This design comes from an exercise in tuning for small area on the open sky130 flow, not from production work. RTL that was checked went through simulation tests only; none was proved equivalent to the original. Power and IR drop assume default switching activity.

== job 101 ==
==> flow/design.v <==
package meas_pkg;
    localparam int POINT_V_WIDTH   = 16;
    localparam int POINT_T_WIDTH   = 10;
    localparam int POINT_SEQ_WIDTH = 6;
    typedef struct packed {
        logic [POINT_SEQ_WIDTH-1:0] seq;
        logic [POINT_T_WIDTH-1:0]   t;
        logic [POINT_V_WIDTH-1:0]   v;
    } meas_point_t;
endpackage
module onehot_aoi #(
    parameter int N = 3
) (
    input  logic [N-1:0] sel,
    input  logic [N-1:0] d,
    output logic         y_n
);
    assign y_n = ~|(sel & d);
endmodule
module onehot_mux #(
    parameter int N = 64
) (
    input  logic [N-1:0] sel,
    input  logic [N-1:0] d,
    output logic         y
);
    localparam int G = 3;
    localparam int NG = N / G;
    localparam int NR = N - NG * G;
    logic [NG:0] grp_n;
    for (genvar g = 0; g < NG; g++) begin : g_grp
        onehot_aoi #(.N(G)) u_aoi (
            .sel (sel[g*G +: G]),
            .d   (d[g*G +: G]),
            .y_n (grp_n[g])
        );
    end
    if (NR > 0) begin : g_rest
        onehot_aoi #(.N(NR)) u_aoi (
            .sel (sel[N-1 -: NR]),
            .d   (d[N-1 -: NR]),
            .y_n (grp_n[NG])
        );
    end else begin : g_norest
        assign grp_n[NG] = 1'b1;
    end
    assign y = ~&grp_n;
endmodule
module fifo_ram_sp #(
    parameter int DEPTH  = 64,
    parameter int WIDTH  = 32,
    parameter int LVL_W  = $clog2(DEPTH) + 1
) (
    input  logic             clk,
    input  logic             we,
    input  logic [WIDTH-1:0] wdata,
    input  logic [LVL_W-1:0] level,
    output logic [WIDTH-1:0] rdata
);
    logic [WIDTH-1:0] mem_r [DEPTH];
    logic [DEPTH-1:0] sel_s;
    always_ff @(posedge clk) begin
        if (we) begin
            mem_r[0] <= wdata;
            for (int k = 1; k < DEPTH; k++) begin
                mem_r[k] <= mem_r[k-1];
            end
        end
    end
    always_comb begin
        for (int k = 0; k < DEPTH - 1; k++) begin
            sel_s[k] = (level[LVL_W-2:0] == (LVL_W-1)'(k + 1));
        end
        sel_s[DEPTH-1] = level[LVL_W-1];
    end
    for (genvar b = 0; b < WIDTH; b++) begin : g_col
        logic [DEPTH-1:0] col_s;
        for (genvar k = 0; k < DEPTH; k++) begin : g_row
            assign col_s[k] = mem_r[k][b];
        end
        onehot_mux #(.N(DEPTH)) u_mux (
            .sel (sel_s),
            .d   (col_s),
            .y   (rdata[b])
        );
    end
endmodule
module meas_point_buf #(
    parameter int DEPTH          = 64,
    parameter int V_WIDTH        = meas_pkg::POINT_V_WIDTH,
    parameter int T_WIDTH        = meas_pkg::POINT_T_WIDTH,
    parameter int SEQ_WIDTH      = meas_pkg::POINT_SEQ_WIDTH,
    parameter int DROP_CNT_WIDTH = 16
) (
    input  logic                      wb_clk_i,
    input  logic                      wb_rst_i,
    input  logic                      point_rdy_i,
    input  logic [V_WIDTH-1:0]        point_v_i,
    input  logic [T_WIDTH-1:0]        point_t_i,
    input  logic                      en_i,
    input  logic                      clr_i,
    input  logic                      pop_i,
    output logic [31:0]               rd_data_o,
    output logic                      rd_valid_o,
    output logic [$clog2(DEPTH):0]    level_o,
    output logic                      full_o,
    output logic                      ovf_o,
    output logic                      unf_o,
    output logic [DROP_CNT_WIDTH-1:0] drop_cnt_o
);
    localparam int ADDR_W = $clog2(DEPTH);
    localparam int LVL_W  = ADDR_W + 1;
    localparam int DATA_W = T_WIDTH + V_WIDTH;
    localparam logic [DROP_CNT_WIDTH-1:0] DROP_MAX = {DROP_CNT_WIDTH{1'b1}};
    logic [LVL_W-1:0]          level_r;
    logic [SEQ_WIDTH-1:0]      seq_r;
    logic [DROP_CNT_WIDTH-1:0] drop_cnt_r;
    logic                      ovf_r;
    logic                      unf_r;
    logic              empty_s;
    logic              full_s;
    logic              push_req_s;
    logic              push_ok_s;
    logic              pop_ok_s;
    logic              drop_s;
    logic [DATA_W-1:0] head_s;
    logic [SEQ_WIDTH-1:0] head_seq_s;
    assign empty_s    = (level_r == '0);
    assign full_s     = level_r[LVL_W-1];
    assign push_req_s = point_rdy_i & en_i;
    assign pop_ok_s   = pop_i & ~empty_s;
    assign push_ok_s  = push_req_s & (~full_s | pop_i);
    assign drop_s     = push_req_s & full_s & ~pop_i;
    fifo_ram_sp #(
        .DEPTH (DEPTH),
        .WIDTH (DATA_W)
    ) u_ram (
        .clk   (wb_clk_i),
        .we    (push_ok_s),
        .wdata ({point_t_i, point_v_i}),
        .level (level_r),
        .rdata (head_s)
    );
    always_ff @(posedge wb_clk_i) begin
        if (wb_rst_i || clr_i) begin
            level_r    <= '0;
            seq_r      <= '0;
            drop_cnt_r <= '0;
            ovf_r      <= 1'b0;
            unf_r      <= 1'b0;
        end else begin
            if (push_ok_s) begin
                seq_r <= seq_r + 1'b1;
            end
            if (push_ok_s != pop_ok_s) begin
                level_r <= level_r + {{(LVL_W-1){pop_ok_s}}, 1'b1};
            end
            if (drop_s) begin
                ovf_r <= 1'b1;
            end
            if (drop_s && drop_cnt_r != DROP_MAX) begin
                drop_cnt_r <= drop_cnt_r + 1'b1;
            end
            if (pop_i && empty_s) begin
                unf_r <= 1'b1;
            end
        end
    end
    assign head_seq_s = empty_s ? '0 : seq_r - level_r[SEQ_WIDTH-1:0];
    assign rd_valid_o = ~empty_s;
    assign rd_data_o  = {head_seq_s, head_s};
    assign level_o    = level_r;
    assign full_o     = full_s;
    assign ovf_o      = ovf_r;
    assign unf_o      = unf_r;
    assign drop_cnt_o = drop_cnt_r;
endmodule
export LEC_CHECK = 0
export CAP_MARGIN = 20
export CORE_MARGIN = 2
export CORE_UTILIZATION = 45
export CTS_CLUSTER_DIAMETER = 150
export CTS_CLUSTER_SIZE = 25
export SLEW_MARGIN = 20
export SYNTH_HIERARCHICAL = 1
create_clock -name core_clock -period 10.0 [get_ports {wb_clk_i}]
standard.sh (not shown) runs the stock make flow with config.mk's settings and CLKGATE_MAP_FILE= SYNTH_SCRIPT=/design/flow/synth_recipe.tcl, a recipe that flattens the netlist after the stock synthesis.
==> flow/flow/run.sh <==
#!/bin/bash
# Standard layout, with two changes: ports are buffered with the smallest
# buffer, and CTS does not add dummy loads to balance the clock tree.
set -o pipefail
export BUFFER_PORTS_ARGS="-buffer_cell sky130_fd_sc_hd__buf_1"
export CTS_ARGS="-sink_clustering_enable -repair_clock_nets -sink_clustering_size 25 -sink_clustering_max_diameter 150 -dont_use_dummy_load"
bash standard.sh 2>&1 | tee standard_sh.log
--- input diff job 101..job 102 ---
diff --git a/flow/design.v b/flow/design.v
--- a/flow/design.v
+++ b/flow/design.v
@@ -46,6 +46,20 @@
     end
     assign y = ~&grp_n;
 endmodule
+module level_dec #(
+    parameter int DEPTH = 64,
+    parameter int LVL_W = $clog2(DEPTH) + 1
+) (
+    input  logic [LVL_W-1:0] level,
+    output logic [DEPTH-1:0] sel
+);
+    always_comb begin
+        for (int k = 0; k < DEPTH - 1; k++) begin
+            sel[k] = (level[LVL_W-2:0] == (LVL_W-1)'(k + 1));
+        end
+        sel[DEPTH-1] = level[LVL_W-1];
+    end
+endmodule
 module fifo_ram_sp #(
     parameter int DEPTH  = 64,
     parameter int WIDTH  = 32,
@@ -58,7 +72,6 @@
     output logic [WIDTH-1:0] rdata
 );
     logic [WIDTH-1:0] mem_r [DEPTH];
-    logic [DEPTH-1:0] sel_s;
     always_ff @(posedge clk) begin
         if (we) begin
             mem_r[0] <= wdata;
@@ -67,19 +80,23 @@
             end
         end
     end
-    always_comb begin
-        for (int k = 0; k < DEPTH - 1; k++) begin
-            sel_s[k] = (level[LVL_W-2:0] == (LVL_W-1)'(k + 1));
-        end
-        sel_s[DEPTH-1] = level[LVL_W-1];
-    end
+    logic [DEPTH-1:0] sel_lo_s;
+    logic [DEPTH-1:0] sel_hi_s;
+    level_dec #(.DEPTH(DEPTH), .LVL_W(LVL_W)) u_dec_lo (
+        .level (level),
+        .sel   (sel_lo_s)
+    );
+    level_dec #(.DEPTH(DEPTH), .LVL_W(LVL_W)) u_dec_hi (
+        .level (level),
+        .sel   (sel_hi_s)
+    );
     for (genvar b = 0; b < WIDTH; b++) begin : g_col
         logic [DEPTH-1:0] col_s;
         for (genvar k = 0; k < DEPTH; k++) begin : g_row
             assign col_s[k] = mem_r[k][b];
         end
         onehot_mux #(.N(DEPTH)) u_mux (
-            .sel (sel_s),
+            .sel ((b < WIDTH / 2) ? sel_lo_s : sel_hi_s),
             .d   (col_s),
             .y   (rdata[b])
         );
Findings:
- Delta (job 102 minus job 101): number of buffers on the longest clock path now sits at about the same level; final standard cell area without fillers was more or less identical; ratio of routed vias to standard cells dropped about 1.8%.
- From job 101 to job 102 the numbers moved as follows: fraction of area in multi-input gates went up by 0.29 points; number of antenna violations at the first check in global routing went up by 1; combinational share of power was more or less identical; largest stage delay on the critical path went down by 120 ps; part of the power in the clock network went down by 0.3 points.
- Job 102 vs job 101, global-route usage went down by 1.9 points.
- Sort job 101 and job 102 by placeable core region, descending, and job 102 comes first.
The RTL of job 102 was laid out without a check of its function.

==> port drivers added, routing unchanged <==
In the flow no input, the clock included, has a driving cell. The finished layouts below were timed again as built, in two steps. Step 1 (the two cells are an assumption about what drives the block):
set clk [get_ports {wb_clk_i}]
set_driving_cell -lib_cell sky130_fd_sc_hd__clkbuf_16 $clk
set_driving_cell -lib_cell sky130_fd_sc_hd__buf_2 [delete_from_list [all_inputs] $clk]
Step 2 also shifts input and output timing later by t, the mid clock arrival at the registers, as if the neighbouring blocks saw the same clock. Three values: ideal, step 1, step 2; two values: the first two.
| run | t, ns | slack for setup (ns) | worst hold slack (ns) | worst register clock-pin slew, ns | cell pins on the clock port's net |
|---|---|---|---|---|---|
| job 101 | 0.751 | 3.113 / 3.044 / 3.795 | 0.422 / 0.422 / 0.422 | 0.10 / 0.10 | 1 |
| job 102 | 0.758 | 3.101 / 3.030 / 3.788 | 0.433 / 0.433 / 0.433 | 0.10 / 0.10 | 1 |
After both steps setup and hold are still met in every run listed.
